Context: an optimization exercise on an open-source flow, tuned for small area, a short achievable clock period and few clock cycles. The choices shown serve that exercise and are no tape-out recipe. The RTL was checked by simulation tests, not by an equivalence proof against the original design.

==> flow/design.v, too long to show whole: its modules and the start of the top module <==
// module lsq_ucode: 55 lines
// module lsq_div: 64 lines
// module lsq_mac: 3195 lines
// module lsq_sq12: 164 lines
// module lsq_mxy: 347 lines
// module lsq_mux: 579 lines
// module lsq_muu: 879 lines
// module lsq_add110: 942 lines
// module lsq_add55: 420 lines
// module lsq_add34: 242 lines
// module lsq_add44: 320 lines
// module lsq_dsub: 823 lines
// module lsq_add22: 142 lines
// module lsq_add33: 236 lines
// module least_squares_parabola_fit_unit: 368 lines
module least_squares_parabola_fit_unit (
  input  logic                              clk,
  input  logic                              rst_n,
  input  logic                              in_valid,
  output logic                              in_ready,
  input  logic signed [lsq_pkg::XW-1:0]     in_point_x,
  input  logic signed [lsq_pkg::XW-1:0]     in_point_y,
  input  logic                              in_last_point,
  output logic                              out_valid,
  input  logic                              out_ready,
  output logic signed [lsq_pkg::CoefW-1:0]  out_coef_a,
  output logic signed [lsq_pkg::CoefW-1:0]  out_coef_b,
  output logic signed [lsq_pkg::CoefW-1:0]  out_coef_c,
  output logic                              out_singular
);
  // ...
==> flow/run.sh <==
#!/bin/bash
# synth_recipe.tcl (not shown) runs the flow's synth.tcl, then flattens the netlist and writes it again
# the make line also repeats each setting of config.mk as NAME=value (left out here)
make -C /OpenROAD-flow-scripts/flow DESIGN_CONFIG=/design/flow/config.mk WORK_HOME=/design/flow/orfs CLKGATE_MAP_FILE= SYNTH_SCRIPT=/design/flow/synth_recipe.tcl finish
==> flow/config.mk <==
export PLATFORM = sky130hd
export DESIGN_NAME = least_squares_parabola_fit_unit
export DESIGN_NICKNAME = least_squares_parabola_fit_unit
export VERILOG_FILES = /design/flow/design.v
export SDC_FILE = /design/flow/constraint.sdc
export NUM_CORES = 8
export LEC_CHECK = 0
export CAP_MARGIN = 20
export CORE_MARGIN = 2
export CORE_UTILIZATION = 45
export SETUP_SLACK_MARGIN = 5
export SLEW_MARGIN = 20
==> flow/constraint.sdc <==
create_clock -name core_clock -period 10.0 [get_ports {clk}]
set_input_delay 2.0000 -clock core_clock [delete_from_list [all_inputs] [get_ports {clk}]]
set_output_delay 2.0000 -clock core_clock [all_outputs]
set_load 0.01 [all_outputs]
==> impl_metrics.yaml, run 1 <==
run_status:
  status: "timing/DRC/antenna clean"
global_route:
  grt_max_degree: 168
  busiest_layer: "met2"
  antenna_found_initial: 33
  use_met3_pct: 6.04
synth:
  synth_top_area_share_pct: 25.3
  syn_inst: 18400
  synth-xor-area-share_pct: 10.6
  async_flop_share_pct: 0
  synth_area_leader_cell: "edfxtp_1"
die:
  die_w_um: 665
  start_util_pct: 45.3
  floorplan.rows: 242
cts:
  cts_resized: 56
  htree_levels: 5
  cts_hold_buf: 0
  cts_setup_buffers: 8
timing:
  max_slew_margin_pct: 12.3
  fin_crit_sh_pct: 49.9
worst_setup_path:
  r2r_start: "stall"
  startpoint_type: "flip-flop"
layout:
  seq-cell-share_pct: 33.7
route:
  dr.pass1.iters: 7
Testbench counts, summed over its fixed seeds: cycles 6,897.
==> run 2: changes to the inputs <==
--- a/flow/config.mk
+++ b/flow/config.mk
@@ -7,6 +7,6 @@
 export LEC_CHECK = 0
 export CAP_MARGIN = 20
 export CORE_MARGIN = 2
-export CORE_UTILIZATION = 45
+export CORE_UTILIZATION = 70
 export SETUP_SLACK_MARGIN = 5
 export SLEW_MARGIN = 20
==> run 2 against run 1 <==
Core utilization increased by 27 points; non-clock buffer count increased by 13; final area shrank 1.2%; wire length rose by 0.11%; cell count decreased by 8.4%; critical path type unchanged; largest cell class unchanged.
==> impl_metrics.yaml, run 2 <==
run_status:
  status: "timing/DRC/antenna clean"
route:
  routed_wl_um: 644000
  wl_per_cell_um: 29.2
  drt_iter0_drc: 18400
  num_vias: 146000
  viasPerCell: 6.60
  dr.pass1.iters: 10
  antenna_left: 0
  route.detailed.drc: 0
global_route:
  grt_pass1_vias: 148000
  grt_pass1_wl_um: 953000
  grt_usage_pct: 45.1
  grt_max_degree: 168
  antenna_found_initial: 45
  grt-ovfl-total: 0
synth:
  synth_edf_count: 1661
  ys_seq_area_share_pct: 37.0
  ys_seq_elements: 2806
  yosys.cell_count.top_type: "inv_1"
  async_flop_share_pct: 0
  syn_inst: 18400
  synth_area_leader_cell: "edfxtp_1"
  synth_area_mm2: 0.197
  syn_nets: 21100
  synth_ff_type: "edfxtp_1"
  synth_area_per_cell_um2: 10.7
  synth_top_area_share_pct: 25.3
  synth_commonest_cells: "inv_1, fa_1, edfxtp_1"
  synthTopCellsByArea: "edfxtp_1, fa_1, dfxtp_1"
  synth.distinct_cells: 113
  yosysWarnings: 5
place:
  port_buffers: 127
  placed_cells: 21400
  place_hpwl_um: 438000
  routabilityCongestion: 0.995
cts:
  cts_tree: "done"
  cts_sinks: 2806
  clk_pin_slew_ns: 0.06
  clk_latency_ns: 0.99
  clock_path_buffers: 4
  htree_levels: 5
  cts_inserted_buffers: 310
  cts_hold_buf: 0
  root_buffer: "clkbuf_16"
timing:
  finalSetupTns_ns: 0
  fin_worst_skew_ns: 0.0769
  finalCriticalPeriod_ns: 5.05
  fmax_mhz: 198
  hold_viol: 0
  setup_viol: 0
  finalMaxSlewViolations: 0
  rsz0062_at_grt: "false"
  fin_crit_sh_pct: 50.5
  max_slew_margin_pct: 11.3
  worstMarginPinSlew_ns: 1.32
worst_setup_path:
  required_ns: 10.80
  critPathArrivalTime_ns: 5.85
  startpoint_type: "flip-flop"
  crit_fanout: 10
  cp-end-kind: "flip-flop"
  critPathKind: "reg -> reg"
run:
  drv_cap: 0
layout:
  reg_top3: "acc_c x110, acc_s x110, nreg x110"
  final_common_cell: "inv_1"
  final_cell_mix: "inv_1, fa_1, edfxtp_1"
  final_nets: 20800
  areaGrowthSynthToFinish_pct: 8.51
  drive_above_1_share_pct: 6.48
  fin_cells: 22100
die:
  pin_count: 128
  die_w_um: 534
  die-area_mm2: 0.286
  die_y_um: 534
  core_area_mm2: 0.280
  floorplan.rows: 194
  start_util_pct: 70.4
worst_hold_path:
  hp-class: "reg -> reg"
-- run 2: worst max-delay path: stages, from the launching register on --
cell and delay (ns):
edfxtp_1 0.80, or4_4 0.68, nor3_1 0.21, buf_4 0.23, nand4_2 0.31, or4_1 0.78
nor2_8 0.24, nand2_2 0.09, nor3_2 0.23, nand2_1 0.24, o41ai_2 0.37, xor2_1 0.54
mux2i_1 0.14
-- run 2: layout make-up --
type                            instances  area (µm²)
Multi-Input combinational cell      12400      113000
Clock buffer                          408        8500
Timing Repair Buffer                  530        4590
Tap cell                             3724        4660
Antenna cell                           22        55.1
Inverter                             2018        7610
Clock inverter                        162        2280
Sequential cell                      2806       72900
Fill cell                           18900       66000
-- run 2: final timing paths --
kind / to / slack (ns) / depth (start not counted) / from
setup reg to reg: u_div1.r[83] / 4.95 / 12 / nreg[7]
hold / removal: b_n[7] / 0.39 / 0 / n_s[7]
hold reg to reg: b_n[7] / 0.39 / 0 / n_s[7]
setup / recovery: u_div1.r[83] / 4.95 / 12 / nreg[7]
-- run 2: repair_timing --
| action | CTS | global route |
|---|---|---|
| setup endpoints to repair | 281 | 191 |
| pin swaps | 6 | 9 |
| resized for setup | 53 | 51 |
| buffers inserted | 10 | 33 |
| gates cloned | 1 | 0 |
-- run 2: through the flow --
step | util, % | area, µm² | setup WS, ns | hold slack (ns)
6_report | 76.4 | 214000 | 4.95 | 0.386
5_1_grt | 76.4 | 214000 | 4.96 | 0.408
4_1_cts | 76.2 | 213000 | 4.91 | 0.394
3_5_place_dp | 72.2 | 202000 | 3.84 | 0.389
3_3_place_gp | 72.2 | 202000 | 3.96 | 0.390
2_1_floorplan | - | 197000 | 4.76 | 0.386
-- run 2: cell families after synthesis --
| kind of cell | synth area share, % |
|---|---|
| muxes | 0.480 |
| and+or+nand+nor | 9.25 |
| xor gates and xnor gates | 10.6 |
| adders and majority gates | 23.8 |
| DFF | 37.0 |
| buffers and inverters | 6.08 |
| AOI/OAI and AO/OA | 12.9 |
-- run 2: metal layers --
metal,wire length [µm],global-route usage (%),up-vias
li1,-,-,61800
met1,220000,54.6,71200
met2,281000,68.0,9810
met3,79700,13.0,2854
met4,63900,35.9,26
met5,226,0.0333,-
==> run 3: changes to the inputs <==
--- a/flow/config.mk
+++ b/flow/config.mk
@@ -7,6 +7,6 @@
 export LEC_CHECK = 0
 export CAP_MARGIN = 20
 export CORE_MARGIN = 2
-export CORE_UTILIZATION = 70
+export CORE_UTILIZATION = 60
 export SETUP_SLACK_MARGIN = 5
 export SLEW_MARGIN = 20
==> run 3 against run 2 <==
Largest cell class unchanged; first-iteration DRC count fell by 16%; sequential share of layout area is 0.19 points lower.
==> impl_metrics.yaml, run 3 <==
layout:
  drive_above_1_share_pct: 6.69
  final_nets: 20800
  areaGrowthSynthToFinish_pct: 9.12
  final_cell_mix: "inv_1, fa_1, edfxtp_1"
  reg_top3: "acc_c x110, acc_s x110, nreg x110"
  final_common_cell: "inv_1"
  post-route-util_pct: 65.7
  nFillCells: 26100
synth:
  synth.distinct_cells: 113
  synth_top_area_share_pct: 25.3
  syn_nets: 21100
  yosys.cell_count.top_type: "inv_1"
  synth_area_mm2: 0.197
  synth_edf_count: 1661
  yosysWarnings: 5
  syn_inst: 18400
  synth_ff_type: "edfxtp_1"
  synth_area_leader_cell: "edfxtp_1"
  ys_seq_area_share_pct: 37.0
  ys_seq_elements: 2806
  synth_area_per_cell_um2: 10.7
  synthTopCellsByArea: "edfxtp_1, fa_1, dfxtp_1"
  async_flop_share_pct: 0
  synth_commonest_cells: "inv_1, fa_1, edfxtp_1"
timing:
  holdWs_ns: 0.412
  max_slew_margin_pct: 7.13
  fin_worst_skew_ns: 0.0617
  finalMaxSlewViolations: 0
  fin_crit_sh_pct: 49.6
  setup_viol: 0
  finalCriticalPeriod_ns: 4.96
  finalSetupTns_ns: 0
  worstMarginPinSlew_ns: 1.39
  rsz0062_at_grt: "true"
  fmax_mhz: 202
  hold_viol: 0
worst_hold_path:
  hp-class: "reg -> reg"
  whs_path_depth: 0
worst_setup_path:
  worst-path-stages: 12
  crit_path_cell_trace: "buf_12 > buf_12 > or2_4 > buf_16 > a22o_1 > fa_1 > inv_1 > fa_1 > fa_1 > fa_1 > inv_1 > fa_1"
  critPathArrivalTime_ns: 5.77
  required_ns: 10.81
  reg2reg_depth: 12
  cp-end-kind: "flip-flop"
  critPathKind: "reg -> reg"
  critPathBufInv: 5
  crit_path_max_incr_delay_ns: 0.66
  cpMostUsedCell: "fa_1"
  critPathSlowestCell: "or2_4"
  startpoint_type: "flip-flop"
  crit_family: "adder cells"
  crit_fanout: 77
cts:
  clock_path_buffers: 4
  clk_pin_slew_ns: 0.06
  cts_tree: "done"
  clk_latency_ns: 0.97
  cts_inserted_buffers: 324
  root_buffer: "clkbuf_16"
  cts_hold_buf: 0
  htree_levels: 5
  cts_sinks: 2806
route:
  viasPerCell: 6.26
  antenna_left: 0
  drt_iter0_drc: 15400
  routed_wl_um: 662000
  wl_per_cell_um: 29.1
  num_vias: 142000
  dr.pass1.iters: 8
  route.detailed.drc: 0
run:
  drv_cap: 0
die:
  die-area_mm2: 0.333
  core_area_mm2: 0.327
  pin_count: 128
  start_util_pct: 60.2
  die_y_um: 577
  die_w_um: 577
  floorplan.rows: 210
place:
  port_buffers: 127
  routabilityCongestion: 0.977
  place_hpwl_um: 456000
run_status:
  status: "timing/DRC/antenna clean"
global_route:
  grt_pass1_wl_um: 965000
  grt_pass1_vias: 142000
  grt_max_degree: 167
  antenna_found_initial: 39
  grt-ovfl-total: 0
  grt_usage_pct: 39.6
==> run 3: what timing repair did <==
item	in CTS	in global routing
setup endpoints to repair	331	160
cloned	5	2
gates resized for setup	46	58
buffers inserted	18	20
pin swaps	5	8
==> run 3: per-stage QoR <==
step	cell area, µm²	std cells	setup slack, ns
finish	215000	22700	5.04
global route	215000	22700	4.90
CTS	214000	22700	4.99
detailed placement	203000	22100	3.94
global placement	203000	22100	3.99
floorplan	197000	18400	4.76
==> run 3: cells by family after synthesis <==
kind of cell,share of synthesized area [%]
xor gates and xnor gates,10.6
AOI/OAI and AO/OA,12.9
DFF,37.0
buffers and inverters,6.08
muxes,0.480
adders and majority gates,23.8
and+or+nand+nor,9.25
==> run 3: layout make-up <==
class	count	area (µm²)	area share, %
clock inverter	183	2060	0.957
timing repair buffer	550	4860	2.26
clock buffer	421	8940	4.16
tap	4346	5440	2.53
timing repair inverter	1	7.51	0.00349
antenna	17	42.5	0.0198
inverter	2018	7630	3.55
multi-input combinational	12400	113000	52.6
sequential	2806	72900	33.9
==> run 3: worst register-to-register path: stages, from the launching register on <==
cell and delay [ns]:
dfxtp_4 0.45, buf_12 0.14, buf_12 0.29, or2_4 0.69, buf_16 0.48, a22o_1 0.41
fa_1 0.41, inv_1 0.09, fa_1 0.43, fa_1 0.40, fa_1 0.51, inv_1 0.06
fa_1 0.46
==> run 3: final timing paths <==
check | from | end | slack [ns]
setup reg to reg | stall | acc_c[83] | 5.04
hold reg to reg | sx2y_s[33] | b_sx2y[33] | 0.41
hold / removal | sx2y_s[33] | b_sx2y[33] | 0.41
setup / recovery | stall | acc_c[83] | 5.04
==> run 3: per-layer routing <==
| layer | global-route usage (%) | part of all wire, % | up-vias |
|---|---|---|---|
| li1 | - | - | 61900 |
| met1 | 48.9 | 37 | 70600 |
| met5 | 0 | 0.024 | - |
| met2 | 61.9 | 45 | 7593 |
| met4 | 27.4 | 8.7 | 24 |
| met3 | 9.03 | 9.8 | 2184 |
==> run 4: changes to the inputs <==
--- a/flow/config.mk
+++ b/flow/config.mk
@@ -7,6 +7,8 @@
 export LEC_CHECK = 0
 export CAP_MARGIN = 20
 export CORE_MARGIN = 2
-export CORE_UTILIZATION = 60
+export CORE_UTILIZATION = 45
+export CTS_BUF_LIST = sky130_fd_sc_hd__clkbuf_4
+export CTS_CLUSTER_SIZE = 12
 export SETUP_SLACK_MARGIN = 5
 export SLEW_MARGIN = 20
==> run 4 against run 3 <==
Still clean on timing, DRC and antenna; critical path depth fell by 1; synthesized cell count did not move; area after synthesis did not move; core utilization fell by 16 points; die area rose by 33%; critical endpoint is now acc_c[94].
==> impl_metrics.yaml, run 4 <==
run_status:
  status: "timing/DRC/antenna clean"
synth:
  synth_top_area_share_pct: 25.3
  synthTopCellsByArea: "edfxtp_1, fa_1, dfxtp_1"
  ys_seq_elements: 2806
  async_flop_share_pct: 0
  synth_ff_type: "edfxtp_1"
  synth_commonest_cells: "inv_1, fa_1, edfxtp_1"
  synth.distinct_cells: 113
  synth_area_mm2: 0.197
  yosys.cell_count.top_type: "inv_1"
  synth_area_per_cell_um2: 10.7
  yosysWarnings: 5
  syn_nets: 21100
  synth_edf_count: 1661
  synth_area_leader_cell: "edfxtp_1"
  syn_inst: 18400
  ys_seq_area_share_pct: 37.0
worst_setup_path:
  critPathKind: "reg -> reg"
  startpoint_type: "flip-flop"
  critPathArrivalTime_ns: 6.43
  reg2reg_slack_ns: 5.04
  r2r_start: "stall"
  cp-end-kind: "flip-flop"
  required_ns: 11.47
  crit_fanout: 38
  reg2reg_to: "acc_c[94]"
  reg2reg_depth: 11
cts:
  cts_inserted_buffers: 758
  cts_tree: "done"
  clk_pin_slew_ns: 0.07
  cts_hold_buf: 0
  root_buffer: "clkbuf_4"
  clk_latency_ns: 1.72
  htree_levels: 6
  cts_sinks: 2806
  clock_path_buffers: 4
layout:
  final_common_cell: "inv_1"
  post-route-util_pct: 49.5
  nFillCells: 39800
  drive_above_1_share_pct: 10.0
  fin_area_mm2: 0.215
  final_nets: 21300
  fin_cells: 24900
  areaGrowthSynthToFinish_pct: 9.43
  reg_top3: "acc_c x110, acc_s x110, nreg x110"
  final_cell_mix: "inv_1, fa_1, edfxtp_1"
place:
  placed_cells: 23500
  port_buffers: 127
  place_hpwl_um: 437000
  routabilityCongestion: 0.933
  dpl_cell_area_mm2: 0.204
timing:
  fin_crit_sh_pct: 49.6
  max_slew_margin_pct: 12.1
  hold_viol: 0
  fmax_mhz: 201
  fin_worst_skew_ns: 0.231
  rsz0062_at_grt: "true"
  finalMaxSlewViolations: 0
  setup_viol: 0
  worstMarginPinSlew_ns: 1.32
  finalCriticalPeriod_ns: 4.96
  finalSetupTns_ns: 0
route:
  drt_iter0_drc: 14500
  route.detailed.drc: 0
  wl_per_cell_um: 26.0
  routed_wl_um: 648000
  dr.pass1.iters: 10
  num_vias: 144000
  viasPerCell: 5.77
  antenna_left: 0
global_route:
  grt_pass1_wl_um: 958000
  grt_max_degree: 168
  grt_usage_pct: 28.8
  antenna_found_initial: 35
  grt_pass1_vias: 147000
  grt-ovfl-total: 0
run:
  drv_cap: 0
worst_hold_path:
  worstHoldEndpoint: "b_sxy[10]"
  whs_path_depth: 0
  min-delay-start: "sxy_s[10]"
  hp-class: "reg -> reg"
die:
  die_w_um: 665
  die_y_um: 665
  core_area_mm2: 0.435
  start_util_pct: 45.3
  floorplan.rows: 242
  pin_count: 128
  die-area_mm2: 0.443
==> run 4: cell counts after synthesis <==
Identical to the previous run, type by type.
==> run 4: area by class of cell <==
type / count / area [µm²] / share of cell area (%)
clock buffer: 1136 / 8530 / 3.96
tap: 5734 / 7170 / 3.33
antenna: 23 / 57.6 / 0.0267
inverter: 2018 / 7610 / 3.53
timing repair buffer: 522 / 4650 / 2.16
clock inverter: 271 / 1590 / 0.739
multi-input combinational: 12400 / 113000 / 52.4
sequential: 2806 / 72900 / 33.8
==> run 4: stage by stage <==
stage | setup slack [ns] | hold WS, ns
after CTS | 4.93 | 0.323
after floorplan | 4.76 | 0.386
after global placement | 4.06 | 0.390
final | 5.04 | 0.307
after detailed placement | 3.93 | 0.397
after global routing | 4.97 | 0.366
==> run 4: critical path, cell delays in order (launching register included) <==
cell and delay [ns]:
dfxtp_4 0.44, clkbuf_16 0.28, nor2_4 0.45, buf_4 0.68, xor2_1 0.23, fa_1 0.49, fa_1 0.55, inv_1 0.06
fa_1 0.46, fa_1 0.51, inv_1 0.05, fa_1 0.43
==> run 4: what timing repair did <==
item,4_1_cts,5_1_grt
gates cloned,4,3
endpoints found under the hold margin,0,0
pin swaps,3,6
setup buffers,7,22
setup endpoints to repair,332,224
gates resized for setup,64,53
==> run 4: kinds of logic after synthesis <==
logic type | share of synthesized area, %
XOR/XNOR | 10.6
AND/OR/NAND/NOR | 9.25
AO/OA/AOI/OAI | 12.9
adder cells (fa/ha/maj) | 23.8
buffers and inverters | 6.08
multiplexers | 0.480
flip-flops | 37.0
==> run 4: worst max-delay path by stage <==
stage                            start          end  cells past startpoint
after floorplan                  p_run       b_n[0]                      4
after global placement    u_div2.r[97]  u_div2.q[0]                     15
after detailed placement  u_div2.r[97]  u_div2.q[0]                     15
after CTS                        stall    acc_c[25]                     13
after global routing             stall    acc_c[22]                     13
final                            stall    acc_c[94]                     11
==> run 4: layer usage <==
| layer | share of wire, % | vias to the layer above | routed length [µm] | track usage [%] |
|---|---|---|---|---|
| li1 | - | 63300 | - | - |
| met1 | 40 | 71500 | 257000 | 37.2 |
| met2 | 45 | 7055 | 291000 | 45.1 |
| met3 | 9.5 | 1874 | 61800 | 6.66 |
| met4 | 5.9 | 22 | 38300 | 15.3 |
| met5 | 0.023 | - | 151 | 0 |
==> run 5: changes to the inputs <==
==> flow/flow/run.sh (new file) <==
#!/bin/bash
set -euo pipefail
bash standard.sh SETUP_SLACK_MARGIN=5.5 finish > layout.log 2>&1
==> flow/standard.sh (new file) <==
#!/bin/bash
# synth_recipe.tcl (not shown) runs the flow's synth.tcl, then flattens the netlist and writes it again
# the make line also repeats each setting of config.mk as NAME=value (left out here)
make -C /OpenROAD-flow-scripts/flow DESIGN_CONFIG=/design/flow/config.mk WORK_HOME=/design/flow/orfs CLKGATE_MAP_FILE= SYNTH_SCRIPT=/design/flow/synth_recipe.tcl "${@:-finish}"
--- a/flow/config.mk
+++ b/flow/config.mk
@@ -10,5 +10,4 @@
 export CORE_UTILIZATION = 45
 export CTS_BUF_LIST = sky130_fd_sc_hd__clkbuf_4
 export CTS_CLUSTER_SIZE = 12
-export SETUP_SLACK_MARGIN = 5
 export SLEW_MARGIN = 20
removed: flow/run.sh
==> run 5 against run 4 <==
Count of clock-buffer cells in the layout rose by 52; sequential share of layout area fell by 0.74 points; die area did not move; largest cell class unchanged; cell count rose by 0.68%; worst setup slack improved by 0.42 ns; highest routed layer unchanged.
==> impl_metrics.yaml, run 5 <==
layout:
  final_nets: 21400
  nFillCells: 39200
  areaGrowthSynthToFinish_pct: 11.9
  reg_top3: "acc_c x110, acc_s x110, nreg x110"
  multiInputGateArea_mm2: 0.114
  final_cell_mix: "inv_1, fa_1, edfxtp_1"
  final_common_cell: "inv_1"
  drive_above_1_share_pct: 12.3
  ff_latch_area_mm2: 0.0729
worst_hold_path:
  hp-class: "reg -> reg"
worst_setup_path:
  crit_path_max_incr_delay_ns: 0.65
  critPathArrivalTime_ns: 5.93
  startpoint_type: "flip-flop"
  cpMostUsedCell: "o21bai_1"
  critPathBufInv: 0
  required_ns: 11.39
  reg2reg_slack_ns: 5.46
  crit_path_cell_trace: "ha_1 > a21oi_1 > o21ai_0 > a2111oi_2 > a211oi_2 > o21bai_1 > nand2_2 > a211oi_4 > o21bai_1 > a21oi_2 > o311ai_0 > xor2_1"
  cp-end-kind: "flip-flop"
  crit_family: "compound AO/OA/AOI/OAI gates"
  crit_fanout: 5
  critPathKind: "reg -> reg"
  critPathSlowestCell: "xor2_1"
synth:
  syn_nets: 21100
  async_flop_share_pct: 0
  synth_simple_gate_area_share_pct: 9.25
  synth_top_area_share_pct: 25.3
  syn_inst: 18400
  synth-xor-area-share_pct: 10.6
  synthAdderAreaFrac_pct: 23.8
  synth.distinct_cells: 113
  synth_compound_area_share_pct: 12.9
  yosys.cell_count.top_type: "inv_1"
  synth_ff_type: "edfxtp_1"
  synth_commonest_cells: "inv_1, fa_1, edfxtp_1"
  synthTopCellsByArea: "edfxtp_1, fa_1, dfxtp_1"
  ys_seq_area_share_pct: 37.0
  synth_area_leader_cell: "edfxtp_1"
  synth_area_mm2: 0.197
  yosysWarnings: 5
  synth_mux_area_share_pct: 0.480
  synth_top_family_by_area: "adder cells"
  synth_area_per_cell_um2: 10.7
  synth_edf_count: 1661
  ys_seq_elements: 2806
cts:
  root_buffer: "clkbuf_4"
  clock_path_buffers: 4
  cts_sinks: 2806
  cts_tree: "done"
  clk_latency_ns: 1.74
  cts_inserted_buffers: 760
  clk_pin_slew_ns: 0.07
  htree_levels: 6
global_route:
  grt_max_degree: 193
  grt-ovfl-total: 0
  grt_usage_pct: 29.0
  antenna_found_initial: 31
  grt_pass1_vias: 148000
  grt_pass1_wl_um: 964000
route:
  drt_iter0_drc: 15200
  dr.pass1.iters: 9
  antenna_left: 0
  routed_wl_um: 670000
  viasPerCell: 5.83
  wl_per_cell_um: 26.7
  num_vias: 146000
  route.detailed.drc: 0
timing:
  finalMaxSlewViolations: 0
  fin_worst_skew_ns: 0.202
  rsz0062_at_grt: "true"
  setup_ws_ns: 5.46
  worstMarginPinSlew_ns: 1.28
  max_slew_margin_pct: 13.6
  hold_viol: 0
  holdWs_ns: 0.329
  fin_crit_sh_pct: 45.4
  finalCriticalPeriod_ns: 4.54
  finalSetupTns_ns: 0
  fmax_mhz: 220
  setup_viol: 0
run_status:
  status: "timing/DRC/antenna clean"
die:
  die-area_mm2: 0.443
  die_w_um: 665
  floorplan.rows: 242
  start_util_pct: 45.3
  pin_count: 128
  core_area_mm2: 0.435
  die_y_um: 665
place:
  place_hpwl_um: 433000
  port_buffers: 127
  post-place-ws_ns: 4.10
  routabilityCongestion: 0.916
run:
  drv_cap: 0
run 5: cell counts after synthesis:
No cell type changed its count.
run 5: final cells by class:
type	instances	area share [%]
Timing Repair inverter	1	0.00511
Clock buffer	1188	4.05
Inverter	2018	3.48
Clock inverter	204	0.620
Antenna cell	23	0.0261
Multi-Input combinational cell	12400	51.7
Timing Repair Buffer	705	3.74
Sequential cell	2806	33.1
Tap cell	5734	3.26
run 5: worst reg2reg max path, delay by kind of cell (launching register included):
kind                     cells  cell delay, ns
AO/OA/AOI/OAI                9            2.62
XOR/XNOR                     1            0.65
flip-flops                   1            0.52
adder cells (fa/ha/maj)      1            0.34
AND/OR/NAND/NOR              1            0.23
run 5: timing repair:
action	4_1_cts	5_1_grt
gates resized for setup	499	337
pin swaps	29	179
hold buffers	0	0
setup endpoints to repair	590	333
gates cloned	16	58
buffers inserted	63	109
run 5: worst paths after layout:
kind,endpoint,depth (start not counted),startpoint
setup / recovery,nreg[61],12,acc_c[9]
setup reg to reg,nreg[61],12,acc_c[9]
hold reg to reg,b_sxy[17],0,sxy_s[17]
hold / removal,b_sxy[17],0,sxy_s[17]
run 5: per-layer routing:
metal	up-vias	part of all wire, %	GRT usage (%)
met2	7820	45	46.0
met3	2202	10	6.79
li1	63700	-	-
met4	14	6.5	15.4
met5	-	0.025	0.0543
met1	72500	38	36.8
run 5: logic make-up after synthesis:
| group | count (synthesis) |
|---|---|
| adder cells (fa/ha/maj) | 2712 |
| flip-flops | 2806 |
| AO/OA/AOI/OAI | 3614 |
| AND/OR/NAND/NOR | 3612 |
| buffers and inverters | 3188 |
| multiplexers | 92 |
| XOR/XNOR | 2373 |
run 5: stage by stage:
| step | utilization [%] | instance area (µm²) | std cells |
|---|---|---|---|
| 3_5_place_dp | 46.9 | 204000 | 23400 |
| 6_report | 50.6 | 220000 | 25100 |
| 2_1_floorplan | - | 197000 | 18400 |
| 3_3_place_gp | 46.9 | 204000 | 23400 |
| 5_1_grt | 50.6 | 220000 | 25100 |
| 4_1_cts | 49.8 | 217000 | 24900 |
==> run 6: changes to the inputs <==
==> flow/flow/run.sh (replaced) <==
#!/bin/bash
set -euo pipefail
bash standard.sh SETUP_SLACK_MARGIN=6.0 finish > layout.log 2>&1
--- a/flow/config.mk
+++ b/flow/config.mk
@@ -8,6 +8,6 @@
 export CAP_MARGIN = 20
 export CORE_MARGIN = 2
 export CORE_UTILIZATION = 45
-export CTS_BUF_LIST = sky130_fd_sc_hd__clkbuf_4
-export CTS_CLUSTER_SIZE = 12
+export CTS_BUF_LIST = sky130_fd_sc_hd__clkbuf_8
+export CTS_CLUSTER_SIZE = 20
 export SLEW_MARGIN = 20
==> run 6 against run 5 <==
Final area is 7.3% higher; worst setup slack gained 0.055 ns; critical path type unchanged; first-iteration DRC count increased by 26%; area after synthesis is the same; sequential cell count is the same; fmax up 1.2%; largest cell class unchanged; critical path depth grew 3.
==> impl_metrics.yaml, run 6 <==
synth:
  synth_compound_area_share_pct: 12.9
  ys_seq_area_share_pct: 37.0
  synth_ff_type: "edfxtp_1"
  synthTopCellsByArea: "edfxtp_1, fa_1, dfxtp_1"
  synthAdderAreaFrac_pct: 23.8
  syn_nets: 21100
  synth_commonest_cells: "inv_1, fa_1, edfxtp_1"
  synth.distinct_cells: 113
  synth_top_area_share_pct: 25.3
  synth-xor-area-share_pct: 10.6
  synth_area_per_cell_um2: 10.7
  synth_mux_area_share_pct: 0.480
  yosys.cell_count.top_type: "inv_1"
  synth_area_leader_cell: "edfxtp_1"
  synth_edf_count: 1661
  ys_seq_elements: 2806
  synth_area_mm2: 0.197
  syn_inst: 18400
  yosysWarnings: 5
  synth_simple_gate_area_share_pct: 9.25
  async_flop_share_pct: 0
  synth_top_family_by_area: "adder cells"
global_route:
  grt_pass1_wl_um: 1030000
  grt_max_degree: 168
  grt-ovfl-total: 0
  grt_pass1_vias: 149000
  antenna_found_initial: 66
  grt_usage_pct: 31.7
place:
  routabilityCongestion: 0.941
  port_buffers: 127
  place_hpwl_um: 452000
  placed_cells: 23400
layout:
  final_common_cell: "inv_1"
  fin_cells: 25300
  final_cell_mix: "inv_1, edfxtp_1, a22oi_1"
  final_nets: 21800
  reg_top3: "acc_c x110, acc_s x110, nreg x110"
  areaGrowthSynthToFinish_pct: 20.0
  drive_above_1_share_pct: 19.4
die:
  pin_count: 128
  floorplan.rows: 242
  die_w_um: 665
  start_util_pct: 45.3
  die_y_um: 665
  core_area_mm2: 0.435
  die-area_mm2: 0.443
worst_hold_path:
  whs_path_depth: 0
  hp-class: "reg -> reg"
  worstHoldEndpoint: "b_sy[20]"
  min-delay-start: "sy_s[20]"
worst_setup_path:
  crit_path_max_incr_delay_ns: 0.60
  critPathArrivalTime_ns: 5.61
  reg2reg_depth: 15
  cpMostUsedCell: "fa_2"
  required_ns: 11.13
  reg2reg_to: "acc_c[35]"
  cp-end-kind: "flip-flop"
  reg2reg_slack_ns: 5.52
  critPathKind: "reg -> reg"
  startpoint_type: "flip-flop"
  crit_path_cell_trace: "buf_16 > buf_12 > buf_16 > nor2b_4 > buf_12 > clkbuf_16 > a22oi_1 > xor2_1 > fa_2 > inv_1 > fa_1 > fa_2 > fa_1 > inv_1 > fa_2"
  critPathSlowestCell: "fa_2"
  r2r_start: "stall"
  crit_fanout: 8
cts:
  htree_levels: 5
  root_buffer: "clkbuf_8"
  clk_pin_slew_ns: 0.06
  cts_tree: "done"
  cts_hold_buf: 0
  clk_latency_ns: 1.30
  cts_sinks: 2806
  clock_path_buffers: 4
  cts_inserted_buffers: 482
timing:
  finalMaxSlewViolations: 0
  fmax_mhz: 223
  max_slew_margin_pct: 10.6
  fin_worst_skew_ns: 0.179
  setup_viol: 0
  finalCriticalPeriod_ns: 4.48
  holdWs_ns: 0.377
  fin_crit_sh_pct: 44.8
  worstMarginPinSlew_ns: 1.34
  hold_viol: 0
  rsz0062_at_grt: "true"
  finalSetupTns_ns: 0
route:
  num_vias: 154000
  wl_per_cell_um: 30.1
  viasPerCell: 6.07
  antenna_left: 0
  dr.pass1.iters: 10
  route.detailed.drc: 0
  routed_wl_um: 761000
  drt_iter0_drc: 19000
run:
  drv_cap: 0
run_status:
  status: "timing/DRC/antenna clean"
-- run 6: cell counts after synthesis --
No cell type changed its count.
-- run 6: how the worst max path moves through the flow --
stage	start	to	slack (ns)	depth (start not counted)
floorplan	p_run	b_n[0]	4.76	4
global placement	u_div2.r[97]	u_div2.q[0]	4.02	17
detailed placement	stall	acc_c[47]	3.97	14
CTS	stall	acc_c[48]	5.64	14
global route	u_div2.r[97]	u_div2.r[97]	5.40	21
finish	stall	acc_c[35]	5.52	15
-- run 6: cell families after synthesis --
family,Yosys count
adders and majority gates,2712
DFF,2806
AOI/OAI and AO/OA,3614
xor gates and xnor gates,2373
and+or+nand+nor,3612
muxes,92
buffers and inverters,3188
-- run 6: layout make-up --
| type | count | area, µm² |
|---|---|---|
| flip-flops and latches | 2806 | 73000 |
| fillers | 37300 | 199000 |
| well taps | 5734 | 7170 |
| diodes | 64 | 160 |
| multi-input cells | 12400 | 121000 |
| repair buffers | 1356 | 17500 |
| clock inverters | 360 | 2500 |
| repair inverters | 1 | 8.76 |
| clock buffers | 548 | 7540 |
| inverters | 2018 | 7700 |
-- run 6: critical path, delay by kind of cell (launching register included) --
family / cells / cell delay [ns]
compound gates: 1 / 0.12
xor+xnor: 1 / 0.20
fa+ha+maj: 5 / 2.34
buf+inv: 7 / 1.12
flops: 1 / 0.41
simple gates: 1 / 0.13
-- run 6: through the flow --
| stage | area [µm²] | setup slack, ns | utilization [%] |
|---|---|---|---|
| after floorplan | 198000 | 4.76 | - |
| after global placement | 205000 | 4.02 | 47.2 |
| after detailed placement | 205000 | 3.97 | 47.2 |
| after CTS | 226000 | 5.64 | 52.0 |
| after global routing | 236000 | 5.40 | 54.3 |
| final | 236000 | 5.52 | 54.3 |
-- run 6: metal layers --
layer / routed length, µm / share of wire, % / GRT usage [%] / vias up
met2: 318000 / 42 / 47.6 / 10100
met5: 1440 / 0.19 / 0.326 / -
li1: - / - / - / 64100
met4: 73700 / 9.7 / 23.5 / 78
met1: 273000 / 36 / 38.6 / 75600
met3: 94500 / 12 / 9.38 / 3596
-- run 6: timing repair --
item,in CTS,in global routing
cloned,94,100
pin swaps,421,635
endpoints found under the hold margin,0,0
setup buffers,385,302
resized for setup,1311,1169
endpoints found under the setup margin,845,548
==> run 7: changes to the inputs <==
==> flow/flow/run.sh (replaced) <==
#!/bin/bash
set -euo pipefail
bash standard.sh SETUP_SLACK_MARGIN=5.6 finish > layout.log 2>&1
==> run 7 against run 6 <==
Area after synthesis did not move; sequential share of layout area rose by 1.9 points; final area fell by 5.9%; still clean; count of clock-buffer cells in the layout fell by 23.
==> impl_metrics.yaml, run 7 <==
worst_setup_path:
  required_ns: 11.15
  critPathSlowestCell: "fa_2"
  crit_path_cell_trace: "buf_16 > buf_12 > buf_12 > buf_8 > nor2_4 > buf_12 > buf_12 > a22oi_2 > xor2_1 > fa_2 > inv_2 > fa_2 > fa_2 > inv_2 > fa_2 > fa_1 > inv_1 > fa_2"
  crit_family: "adder cells"
  cpMostUsedCell: "fa_2"
  crit_fanout: 4
  critPathKind: "reg -> reg"
  startpoint_type: "flip-flop"
  critPathBufInv: 9
  crit_path_max_incr_delay_ns: 0.54
  critPathArrivalTime_ns: 5.71
  cp-end-kind: "flip-flop"
route:
  wl_per_cell_um: 27.2
  drt_iter0_drc: 15900
  route.detailed.drc: 0
  viasPerCell: 5.88
  routed_wl_um: 673000
  antenna_left: 0
  num_vias: 145000
  dr.pass1.iters: 10
global_route:
  grt-ovfl-total: 0
  grt_max_degree: 168
  grt_pass1_vias: 145000
  antenna_found_initial: 41
  grt_usage_pct: 29.4
  grt_pass1_wl_um: 971000
timing:
  finalMaxSlewViolations: 0
  setup_viol: 0
  fmax_mhz: 219
  finalSetupTns_ns: 0
  max_slew_margin_pct: 17.3
  rsz0062_at_grt: "true"
  fin_worst_skew_ns: 0.139
  holdWs_ns: 0.341
  finalCriticalPeriod_ns: 4.56
  setup_ws_ns: 5.44
  fin_crit_sh_pct: 45.6
  hold_viol: 0
  worstMarginPinSlew_ns: 1.23
place:
  place_hpwl_um: 433000
  routabilityCongestion: 0.906
  post-place-ws_ns: 3.95
  port_buffers: 127
layout:
  final_common_cell: "inv_1"
  drive_above_1_share_pct: 11.6
  final_cell_mix: "inv_1, edfxtp_1, fa_1"
  areaGrowthSynthToFinish_pct: 12.9
  post-route-util_pct: 51.1
  ff_latch_area_mm2: 0.0729
  reg_top3: "acc_c x110, acc_s x110, nreg x110"
  nFillCells: 38600
  multiInputGateArea_mm2: 0.115
  final_nets: 21200
run_status:
  status: "timing/DRC/antenna clean"
synth:
  syn_inst: 18400
  ys_seq_area_share_pct: 37.0
  yosysWarnings: 5
  synth_area_mm2: 0.197
  synth_commonest_cells: "inv_1, fa_1, edfxtp_1"
  syn_nets: 21100
  synth_edf_count: 1661
  synth_ff_type: "edfxtp_1"
  async_flop_share_pct: 0
  synth_top_area_share_pct: 25.3
  synth_area_per_cell_um2: 10.7
  synthTopCellsByArea: "edfxtp_1, fa_1, dfxtp_1"
  ys_seq_elements: 2806
  synth.distinct_cells: 113
  synth_area_leader_cell: "edfxtp_1"
  yosys.cell_count.top_type: "inv_1"
die:
  die_w_um: 665
  start_util_pct: 45.3
  die_y_um: 665
  floorplan.rows: 242
  die-area_mm2: 0.443
  core_area_mm2: 0.435
  pin_count: 128
cts:
  htree_levels: 5
  cts_inserted_buffers: 476
  clock_path_buffers: 4
  clk_latency_ns: 1.22
  cts_tree: "done"
  cts_sinks: 2806
  clk_pin_slew_ns: 0.07
  root_buffer: "clkbuf_8"
run:
  drv_cap: 0
worst_hold_path:
  hp-class: "reg -> reg"
[run 7: cell counts after synthesis]
Identical to the previous run, type by type.
[run 7: cell families (layout without fill, tap and decap cells)]
family | Yosys count | count (layout) | share of synthesized area [%]
adders and majority gates | 2712 | 2712 | 23.8
DFF | 2806 | 2806 | 37.0
xor gates and xnor gates | 2373 | 2373 | 10.6
other | 0 | 25 | 0
and+or+nand+nor | 3612 | 3619 | 9.25
muxes | 92 | 92 | 0.480
AOI/OAI and AO/OA | 3614 | 3614 | 12.9
buffers and inverters | 3188 | 3711 | 6.08
[run 7: repair_timing]
item | CTS | global route
setup endpoints to repair | 502 | 355
hold buffers | 0 | 0
pin swaps | 235 | 534
resized for setup | 490 | 498
setup buffers | 110 | 113
gates cloned | 53 | 32
[run 7: metrics by stage]
stage,instances,cell area [µm²]
after floorplan,18400,198000
after global placement,23400,205000
after detailed placement,23400,205000
after CTS,24500,219000
after global routing,24700,222000
final,24700,222000
[run 7: final timing paths]
kind,start,end,slack (ns),cells past startpoint
min,sxy_s[11],b_sxy[11],0.34,0
max reg2reg,stall,acc_c[89],5.44,18
min reg2reg,sxy_s[11],b_sxy[11],0.34,0
max,stall,acc_c[89],5.44,18
[run 7: final cells by class]
type / instances / area share (%)
Sequential cell: 2806 / 32.8
Tap cell: 5734 / 3.23
Antenna cell: 25 / 0.0281
Clock buffer: 525 / 3.25
Timing Repair Buffer: 789 / 4.41
Multi-Input combinational cell: 12400 / 51.7
Clock inverter: 379 / 1.12
Inverter: 2018 / 3.44
[run 7: layer usage]
layer	up-vias	global-route usage (%)	share of wire, %
li1	62900	-	-
met1	72200	37.9	39
met2	7867	45.7	44
met3	2227	6.81	10
met4	22	16.0	6.5
met5	-	0.0977	0.023
==> run 8: changes to the inputs <==
==> flow/run.sh (new file) <==
#!/bin/bash
# synth_recipe.tcl (not shown) runs the flow's synth.tcl, then flattens the netlist and writes it again
# the make line also repeats each setting of config.mk as NAME=value (left out here)
make -C /OpenROAD-flow-scripts/flow DESIGN_CONFIG=/design/flow/config.mk WORK_HOME=/design/flow/orfs CLKGATE_MAP_FILE= SYNTH_SCRIPT=/design/flow/synth_recipe.tcl finish
--- a/flow/config.mk
+++ b/flow/config.mk
@@ -10,4 +10,5 @@
 export CORE_UTILIZATION = 45
 export CTS_BUF_LIST = sky130_fd_sc_hd__clkbuf_8
 export CTS_CLUSTER_SIZE = 20
+export SETUP_SLACK_MARGIN = 5
 export SLEW_MARGIN = 20
removed: flow/flow/run.sh
removed: flow/standard.sh
==> run 8 against run 7 <==
Still clean on timing, DRC and antenna; hold slack improved by 0.038 ns; critical endpoint is now acc_c[64]; register-to-register slack worse by 0.36 ns; critical path type unchanged; fmax is 7.4% lower.
==> impl_metrics.yaml, run 8 <==
worst_setup_path:
  critPathKind: "reg -> reg"
  cp-end-kind: "flip-flop"
  critPathArrivalTime_ns: 5.98
  startpoint_type: "flip-flop"
  required_ns: 11.06
  crit_fanout: 25
timing:
  max_slew_margin_pct: 11.9
  finalSetupTns_ns: 0
  setup_viol: 0
  finalMaxSlewViolations: 0
  hold_viol: 0
  worstMarginPinSlew_ns: 1.32
  rsz0062_at_grt: "true"
  fmax_mhz: 203
  finalCriticalPeriod_ns: 4.92
  fin_worst_skew_ns: 0.140
  fin_crit_sh_pct: 49.2
synth:
  synthTopCellsByArea: "edfxtp_1, fa_1, dfxtp_1"
  syn_inst: 18400
  yosys.cell_count.top_type: "inv_1"
  ys_seq_elements: 2806
  syn_nets: 21100
  synth.distinct_cells: 113
  synth_area_mm2: 0.197
  synth_ff_type: "edfxtp_1"
  synth_top_area_share_pct: 25.3
  synth_commonest_cells: "inv_1, fa_1, edfxtp_1"
  async_flop_share_pct: 0
  synth_edf_count: 1661
  synth_area_leader_cell: "edfxtp_1"
  ys_seq_area_share_pct: 37.0
  yosysWarnings: 5
  synth_area_per_cell_um2: 10.7
layout:
  drive_above_1_share_pct: 7.35
  fin_cells: 24400
  final_nets: 21000
  reg_top3: "acc_c x110, acc_s x110, nreg x110"
  final_cell_mix: "inv_1, fa_1, edfxtp_1"
  final_common_cell: "inv_1"
  areaGrowthSynthToFinish_pct: 9.25
  nFillCells: 39400
cts:
  root_buffer: "clkbuf_8"
  cts_sinks: 2806
  clk_latency_ns: 1.20
  clock_path_buffers: 4
  clk_pin_slew_ns: 0.06
  htree_levels: 5
  cts_inserted_buffers: 475
  cts_tree: "done"
place:
  placed_cells: 23500
  place_hpwl_um: 437000
  port_buffers: 127
  routabilityCongestion: 0.933
route:
  wl_per_cell_um: 26.4
  dr.pass1.iters: 7
  viasPerCell: 5.82
  route.detailed.drc: 0
  drt_iter0_drc: 14600
  num_vias: 142000
  antenna_left: 0
  routed_wl_um: 645000
die:
  die-area_mm2: 0.443
  pin_count: 128
  die_w_um: 665
  core_area_mm2: 0.435
  start_util_pct: 45.3
  die_y_um: 665
  floorplan.rows: 242
global_route:
  grt_pass1_vias: 144000
  antenna_found_initial: 33
  grt_max_degree: 168
  grt_usage_pct: 28.7
  grt_pass1_wl_um: 953000
  grt-ovfl-total: 0
run:
  drv_cap: 0
worst_hold_path:
  hp-class: "reg -> reg"
run_status:
  status: "timing/DRC/antenna clean"
==> run 8: per-stage QoR <==
stage	instance area [µm²]	util, %	hold slack (ns)	setup slack [ns]
global placement	204000	47.0	0.390	4.06
finish	215000	49.4	0.378	5.08
global route	215000	49.4	0.413	5.00
CTS	215000	49.3	0.404	4.95
detailed placement	204000	47.0	0.397	3.93
floorplan	197000	-	0.386	4.76
==> run 8: cell families (layout without fill, tap and decap cells) <==
group / Yosys count / in the layout / share of synthesized area, %
AOI/OAI and AO/OA: 3614 / 3614 / 12.9
DFF: 2806 / 2806 / 37.0
xor gates and xnor gates: 2373 / 2373 / 10.6
buffers and inverters: 3188 / 3439 / 6.08
other: 0 / 13 / 0
muxes: 92 / 92 / 0.480
adders and majority gates: 2712 / 2712 / 23.8
and+or+nand+nor: 3612 / 3617 / 9.25
==> run 8: what timing repair did <==
item / 4_1_cts / 5_1_grt
hold buffers: 0 / 0
setup endpoints to repair: 314 / 178
setup buffers: 7 / 21
hold endpoints to repair: 0 / 0
pin swaps: 3 / 5
resized for setup: 58 / 49
cloned: 4 / 3
==> run 8: area by class of cell <==
cell class	instances	area [µm²]	share of cell area, %
antenna	13	32.5	0.0151
clock buffer	525	7230	3.36
clock inverter	375	2600	1.21
inverter	2018	7610	3.54
multi-input combinational	12400	113000	52.5
sequential	2806	72900	33.9
tap	5734	7170	3.34
timing repair buffer	521	4610	2.14
==> run 8: worst paths after layout <==
path	from	end	slack, ns	cells after the start
worst max-delay path	stall	acc_c[64]	5.08	12
worst min-delay path	sxy_s[33]	b_sxy[33]	0.38	0
worst max register to register	stall	acc_c[64]	5.08	12
worst min register to register	sxy_s[33]	b_sxy[33]	0.38	0
==> run 8: layer usage <==
layer / GRT usage (%) / share of wire [%] / up-vias
met4: 15.1 / 6.0 / 22
met1: 37.3 / 40 / 71000
li1: - / - / 62300
met3: 6.20 / 9.2 / 1867
met2: 44.9 / 45 / 6787
met5: 0 / 0.024 / -
==> run 8: critical path, cell delays in order (launching register included) <==
cell and delay [ns]:
dfxtp_4 0.43, bufbuf_16 0.36, nor2b_4 0.52, buf_4 0.50
a22oi_1 0.15, xor2_1 0.20, fa_1 0.52, fa_1 0.55
inv_1 0.05, fa_1 0.42, fa_1 0.53, inv_1 0.06
fa_1 0.45
==> run 9: changes to the inputs <==
==> flow/flow/run.sh (new file) <==
#!/bin/bash
set -euo pipefail
bash standard.sh SETUP_SLACK_MARGIN=5.4 finish > layout.log 2>&1
==> flow/standard.sh (new file) <==
#!/bin/bash
# synth_recipe.tcl (not shown) runs the flow's synth.tcl, then flattens the netlist and writes it again
# the make line also repeats each setting of config.mk as NAME=value (left out here)
make -C /OpenROAD-flow-scripts/flow DESIGN_CONFIG=/design/flow/config.mk WORK_HOME=/design/flow/orfs CLKGATE_MAP_FILE= SYNTH_SCRIPT=/design/flow/synth_recipe.tcl "${@:-finish}"
--- a/flow/config.mk
+++ b/flow/config.mk
@@ -10,5 +10,4 @@
 export CORE_UTILIZATION = 45
 export CTS_BUF_LIST = sky130_fd_sc_hd__clkbuf_8
 export CTS_CLUSTER_SIZE = 20
-export SETUP_SLACK_MARGIN = 5
 export SLEW_MARGIN = 20
removed: flow/run.sh
==> run 9 against run 8 <==
Count of clock-buffer cells in the layout is 18 higher; clock skew is 0.0097 ns higher; area after synthesis stayed put; critical path depth is 3 higher; global-route usage is 0.48 points higher; final area is 0.94% higher.
==> impl_metrics.yaml, run 9 <==
die:
  start_util_pct: 45.3
  floorplan.rows: 242
  die-area_mm2: 0.443
  die_w_um: 665
  pin_count: 128
  die_y_um: 665
  core_area_mm2: 0.435
global_route:
  grt-ovfl-total: 0
  grt_pass1_wl_um: 966000
  antenna_found_initial: 34
  grt_usage_pct: 29.2
  grt_pass1_vias: 145000
  grt_max_degree: 164
cts:
  htree_levels: 5
  cts_sinks: 2806
  cts_inserted_buffers: 477
  clk_latency_ns: 1.24
  root_buffer: "clkbuf_8"
  cts_tree: "done"
  clk_pin_slew_ns: 0.06
  clock_path_buffers: 4
layout:
  final_cell_mix: "inv_1, fa_1, edfxtp_1"
  final_common_cell: "inv_1"
  areaGrowthSynthToFinish_pct: 10.3
  fin_area_mm2: 0.217
  final_nets: 21100
  drive_above_1_share_pct: 8.06
  reg_top3: "acc_c x110, acc_s x110, nreg x110"
  fin_cells: 24500
place:
  placed_cells: 23400
  port_buffers: 127
  dpl_cell_area_mm2: 0.204
  routabilityCongestion: 0.923
  place_hpwl_um: 439000
synth:
  synth_top_area_share_pct: 25.3
  synth_edf_count: 1661
  synth_area_leader_cell: "edfxtp_1"
  synthTopCellsByArea: "edfxtp_1, fa_1, dfxtp_1"
  synth_ff_type: "edfxtp_1"
  yosys.cell_count.top_type: "inv_1"
  synth_commonest_cells: "inv_1, fa_1, edfxtp_1"
  yosysWarnings: 5
  synth.distinct_cells: 113
  synth_area_mm2: 0.197
  ys_seq_elements: 2806
  synth_area_per_cell_um2: 10.7
  syn_nets: 21100
  syn_inst: 18400
  ys_seq_area_share_pct: 37.0
  async_flop_share_pct: 0
timing:
  finalSetupTns_ns: 0
  max_slew_margin_pct: 14.4
  holdWs_ns: 0.417
  finalMaxSlewViolations: 0
  hold_viol: 0
  fin_crit_sh_pct: 46.4
  fmax_mhz: 216
  setup_viol: 0
  rsz0062_at_grt: "true"
  finalCriticalPeriod_ns: 4.64
  worstMarginPinSlew_ns: 1.28
  fin_worst_skew_ns: 0.150
route:
  route.detailed.drc: 0
  num_vias: 144000
  dr.pass1.iters: 8
  routed_wl_um: 661000
  antenna_left: 0
  viasPerCell: 5.86
  wl_per_cell_um: 27.0
  drt_iter0_drc: 15200
run:
  drv_cap: 0
worst_setup_path:
  startpoint_type: "flip-flop"
  required_ns: 10.91
  critPathArrivalTime_ns: 5.56
  critPathKind: "reg -> reg"
  crit_fanout: 7
  cp-end-kind: "flip-flop"
run_status:
  status: "timing/DRC/antenna clean"
worst_hold_path:
  hp-class: "reg -> reg"
-- run 9: cells by family (layout without fill, tap and decap cells) --
logic type               after synthesis  after routing  synth area share, %
buffers and inverters               3188           3515                 6.08
XOR/XNOR                            2373           2373                 10.6
adder cells (fa/ha/maj)             2712           2712                 23.8
other                                  0             12                    0
multiplexers                          92             92                0.480
flip-flops                          2806           2806                 37.0
AND/OR/NAND/NOR                     3612           3621                 9.25
AO/OA/AOI/OAI                       3614           3614                 12.9
-- run 9: through the flow --
stage	worst slack [ns]	util, %
final	5.36	49.9
after global routing	5.35	49.9
after CTS	5.40	49.6
after detailed placement	3.92	47.0
after global placement	3.99	47.0
after floorplan	4.76	-
-- run 9: cell type report --
class,instances,area (µm²)
fillers,39200,218000
multi-input cells,12400,113000
flip-flops and latches,2806,72900
inverters,2018,7630
clock buffers,543,7470
well taps,5734,7170
repair buffers,595,6030
clock inverters,358,2480
diodes,12,30.0
repair inverters,1,7.51
-- run 9: repair_timing --
action                                  in CTS  in global routing
endpoints found under the setup margin     484                241
hold buffers                                 0                  0
pin swaps                                   22                 37
setup buffers                               43                 48
resized for setup                          160                131
cloned                                      16                 11
-- run 9: routing by layer --
layer / routed length (µm) / vias up / GRT usage [%]
met1: 257000 / 71700 / 37.3
met3: 65900 / 2038 / 7.03
met2: 296000 / 7329 / 45.9
met5: 230 / - / 0.152
li1: - / 62400 / -
met4: 41600 / 24 / 15.5
-- run 9: worst max-delay path, cell delays in order (launching register included) --
cell	delay (ns)
dfxtp_1	0.49
ha_1	0.20
inv_1	0.05
fa_1	0.39
nor2b_1	0.16
o31a_1	0.25
o21ai_2	0.19
a211oi_4	0.33
o21bai_1	0.19
a21oi_1	0.34
a41oi_2	0.17
buf_4	0.24
o31ai_4	0.39
a21boi_1	0.27
o21bai_1	0.26
xor2_1	0.48
-- run 9: path summary, 6_finish.rpt --
kind / start / slack, ns / endpoint / cells after the start
hold reg to reg: mode_r[2] / 0.42 / e_mode[2] / 0
hold / removal: mode_r[2] / 0.42 / e_mode[2] / 0
setup / recovery: acc_s[0] / 5.36 / nreg[89] / 15
setup reg to reg: acc_s[0] / 5.36 / nreg[89] / 15
==> run 10: changes to the inputs <==
==> flow/flow/run.sh (replaced) <==
#!/bin/bash
set -euo pipefail
bash standard.sh SETUP_SLACK_MARGIN=5.5 finish > layout.log 2>&1
==> run 10 against run 9 <==
Critical path depth is the same; fmax grew 1.8%; non-clock buffer count is 61 higher; first-iteration DRC count rose by 3.1%; wire length is 0.11% higher; hold slack worse by 0.094 ns; sequential share of layout area is 0.33 points lower; global-route usage down 0.38 points; core utilization up 0.51 points; largest cell class unchanged.
==> impl_metrics.yaml, run 10 <==
worst_setup_path:
  critPathArrivalTime_ns: 5.64
  crit_path_max_incr_delay_ns: 0.51
  cpMostUsedCell: "fa_1"
  cp-end-kind: "flip-flop"
  critPathBufInv: 6
  crit_path_cell_trace: "buf_6 > buf_6 > nor2_4 > buf_12 > clkbuf_16 > a22oi_1 > xnor2_1 > ha_1 > fa_1 > fa_1 > inv_1 > fa_1 > fa_1 > inv_1 > fa_1"
  crit_family: "adder cells"
  worstSetupStartpoint: "stall"
  critPathKind: "reg -> reg"
  critPathSlowestCell: "fa_1"
  crit_end: "acc_c[48]"
  startpoint_type: "flip-flop"
  r2r_start: "stall"
  worst-path-stages: 15
  reg2reg_to: "acc_c[48]"
  required_ns: 11.09
  reg2reg_slack_ns: 5.44
  crit_fanout: 7
  reg2reg_depth: 15
timing:
  hold_viol: 0
  fin_worst_skew_ns: 0.167
  setup_viol: 0
  max_slew_margin_pct: 15.8
  fmax_mhz: 219
  worstMarginPinSlew_ns: 1.26
  finalMaxSlewViolations: 0
  fin_crit_sh_pct: 45.6
  finalSetupTns_ns: 0
  rsz0062_at_grt: "true"
  finalCriticalPeriod_ns: 4.56
global_route:
  grt_usage_pct: 28.8
  grt_pass1_wl_um: 957000
  antenna_found_initial: 34
  grt_max_degree: 193
  grt-ovfl-total: 0
  grt_pass1_vias: 145000
synth:
  synth_top_area_share_pct: 25.3
  syn_nets: 21100
  syn_inst: 18400
  synth_area_leader_cell: "edfxtp_1"
  synth_area_mm2: 0.197
  yosys.cell_count.top_type: "inv_1"
  synth_area_per_cell_um2: 10.7
  synthTopCellsByArea: "edfxtp_1, fa_1, dfxtp_1"
  yosysWarnings: 5
  ys_seq_area_share_pct: 37.0
  synth_commonest_cells: "inv_1, fa_1, edfxtp_1"
  async_flop_share_pct: 0
  ys_seq_elements: 2806
  synth_ff_type: "edfxtp_1"
  synth.distinct_cells: 113
  synth_edf_count: 1661
route:
  routed_wl_um: 661000
  num_vias: 144000
  dr.pass1.iters: 8
  route.detailed.drc: 0
  antenna_left: 0
  wl_per_cell_um: 26.9
  viasPerCell: 5.87
  drt_iter0_drc: 15600
cts:
  clock_path_buffers: 4
  cts_inserted_buffers: 480
  root_buffer: "clkbuf_8"
  clk_latency_ns: 1.23
  clk_pin_slew_ns: 0.06
  htree_levels: 5
  cts_sinks: 2806
  cts_tree: "done"
die:
  core_area_mm2: 0.435
  die_w_um: 665
  die-area_mm2: 0.443
  die_y_um: 665
  pin_count: 128
  floorplan.rows: 242
  start_util_pct: 45.3
worst_hold_path:
  hp-class: "reg -> reg"
  min-delay-start: "sxy_s[17]"
layout:
  post-route-util_pct: 50.4
  multiInputGateArea_mm2: 0.114
  final_nets: 21100
  ff_latch_area_mm2: 0.0729
  final_common_cell: "inv_1"
  areaGrowthSynthToFinish_pct: 11.4
  reg_top3: "acc_c x110, acc_s x110, nreg x110"
  drive_above_1_share_pct: 9.13
  fin_cells: 24600
  nFillCells: 39000
  final_cell_mix: "inv_1, fa_1, edfxtp_1"
place:
  routabilityCongestion: 0.916
  place_hpwl_um: 433000
  placed_cells: 23400
  port_buffers: 127
run_status:
  status: "timing/DRC/antenna clean"
run:
  drv_cap: 0
==> run 10: logic make-up after synthesis <==
logic type / after synthesis / synth area share, %
and+or+nand+nor: 3612 / 9.25
AOI/OAI and AO/OA: 3614 / 12.9
adders and majority gates: 2712 / 23.8
DFF: 2806 / 37.0
xor gates and xnor gates: 2373 / 10.6
buffers and inverters: 3188 / 6.08
muxes: 92 / 0.480
==> run 10: worst min path at each step <==
stage                end  slack (ns)  depth (start not counted)
2_1_floorplan  e_mode[1]        0.39                          0
3_3_place_gp   e_mode[1]        0.39                          0
4_1_cts        b_sxy[17]        0.32                          0
3_5_place_dp   e_mode[2]        0.40                          0
6_report       b_sxy[17]        0.32                          0
5_1_grt        b_sxy[17]        0.33                          0
==> run 10: what timing repair did <==
item / CTS / global route
buffers inserted: 70 / 76
gates resized for setup: 234 / 323
setup endpoints to repair: 485 / 323
pin swaps: 27 / 172
hold endpoints to repair: 0 / 0
gates cloned: 14 / 39
hold buffers: 0 / 0
==> run 10: area by class of cell <==
| cell class | count | area share, % |
|---|---|---|
| repair inverters | 1 | 0.00513 |
| repair buffers | 656 | 3.41 |
| clock inverters | 363 | 1.16 |
| flip-flops and latches | 2806 | 33.2 |
| diodes | 22 | 0.0251 |
| inverters | 2018 | 3.49 |
| well taps | 5734 | 3.27 |
| clock buffers | 546 | 3.43 |
| multi-input cells | 12400 | 52.0 |
==> run 10: routing by layer <==
layer | global-route usage [%] | vias to the layer above | routed length [µm]
met5 | 0.0543 | - | 81
met4 | 14.7 | 12 | 41300
met3 | 6.49 | 2148 | 62600
met2 | 45.9 | 7427 | 298000
met1 | 36.7 | 71900 | 260000
li1 | - | 62600 | -
==> run 10: per-stage QoR <==
stage	hold slack (ns)	area, µm²	worst slack [ns]
finish	0.324	219000	5.44
global route	0.326	219000	5.36
CTS	0.318	216000	5.49
detailed placement	0.395	204000	4.10
global placement	0.395	204000	4.15
floorplan	0.386	197000	4.76

-- separate check: timing with driven ports --
The flow's constraints put no driver on any port. The routed layouts listed below were extracted and timed again, unchanged, in two steps.
Step 1 assumes that a clkbuf_16 drives the clock port and a buf_2 every other input.
Step 2 adds t to the input delays and takes it off the output delays; t is the mean of the earliest and latest rising clock arrival at the registers after step 1. Input paths then give back, and output paths get back, about the clock's delay inside the block.
Three values: ideal, step 1, step 2; two values: the first two.
run | t (ns) | slack for setup (ns) | hold slack, ns | worst register clock-pin slew, ns | worst slew at a driven data input, ns
run 1 | 1.044 | 5.010 / 5.010 / 5.010 | 0.401 / 0.401 / 0.401 | 0.07 / 0.07 | 0.08
run 2 | 1.055 | 4.950 / 4.950 / 4.950 | 0.386 / 0.386 / 0.386 | 0.07 / 0.07 | 0.24
run 3 | 1.060 | 5.039 / 5.039 / 5.039 | 0.412 / 0.412 / 0.412 | 0.07 / 0.07 | 0.22
run 4 | 1.712 | 5.036 / 5.036 / 5.036 | 0.307 / 0.307 / 0.307 | 0.09 / 0.09 | 0.08
run 5 | 1.753 | 5.460 / 5.413 / 5.460 | 0.329 / 0.329 / 0.329 | 0.09 / 0.09 | 0.10
run 6 | 1.323 | 5.515 / 5.515 / 5.515 | 0.377 / 0.377 / 0.377 | 0.08 / 0.08 | 0.15
run 7 | 1.264 | 5.439 / 5.439 / 5.042 | 0.341 / 0.341 / 0.341 | 0.08 / 0.08 | 0.08
run 8 | 1.246 | 5.076 / 5.076 / 5.076 | 0.378 / 0.378 / 0.378 | 0.08 / 0.08 | 0.08
run 9 | 1.280 | 5.360 / 5.360 / 5.360 | 0.417 / 0.417 / 0.417 | 0.09 / 0.09 | 0.11
run 10 | 1.252 | 5.442 / 5.442 / 5.442 | 0.324 / 0.324 / 0.324 | 0.08 / 0.08 | 0.10
After both steps every run listed still meets setup and hold. For run 7, which loses most, drivers alone change the setup slack by 0.000 ns; drivers and shift together by -0.397 ns.
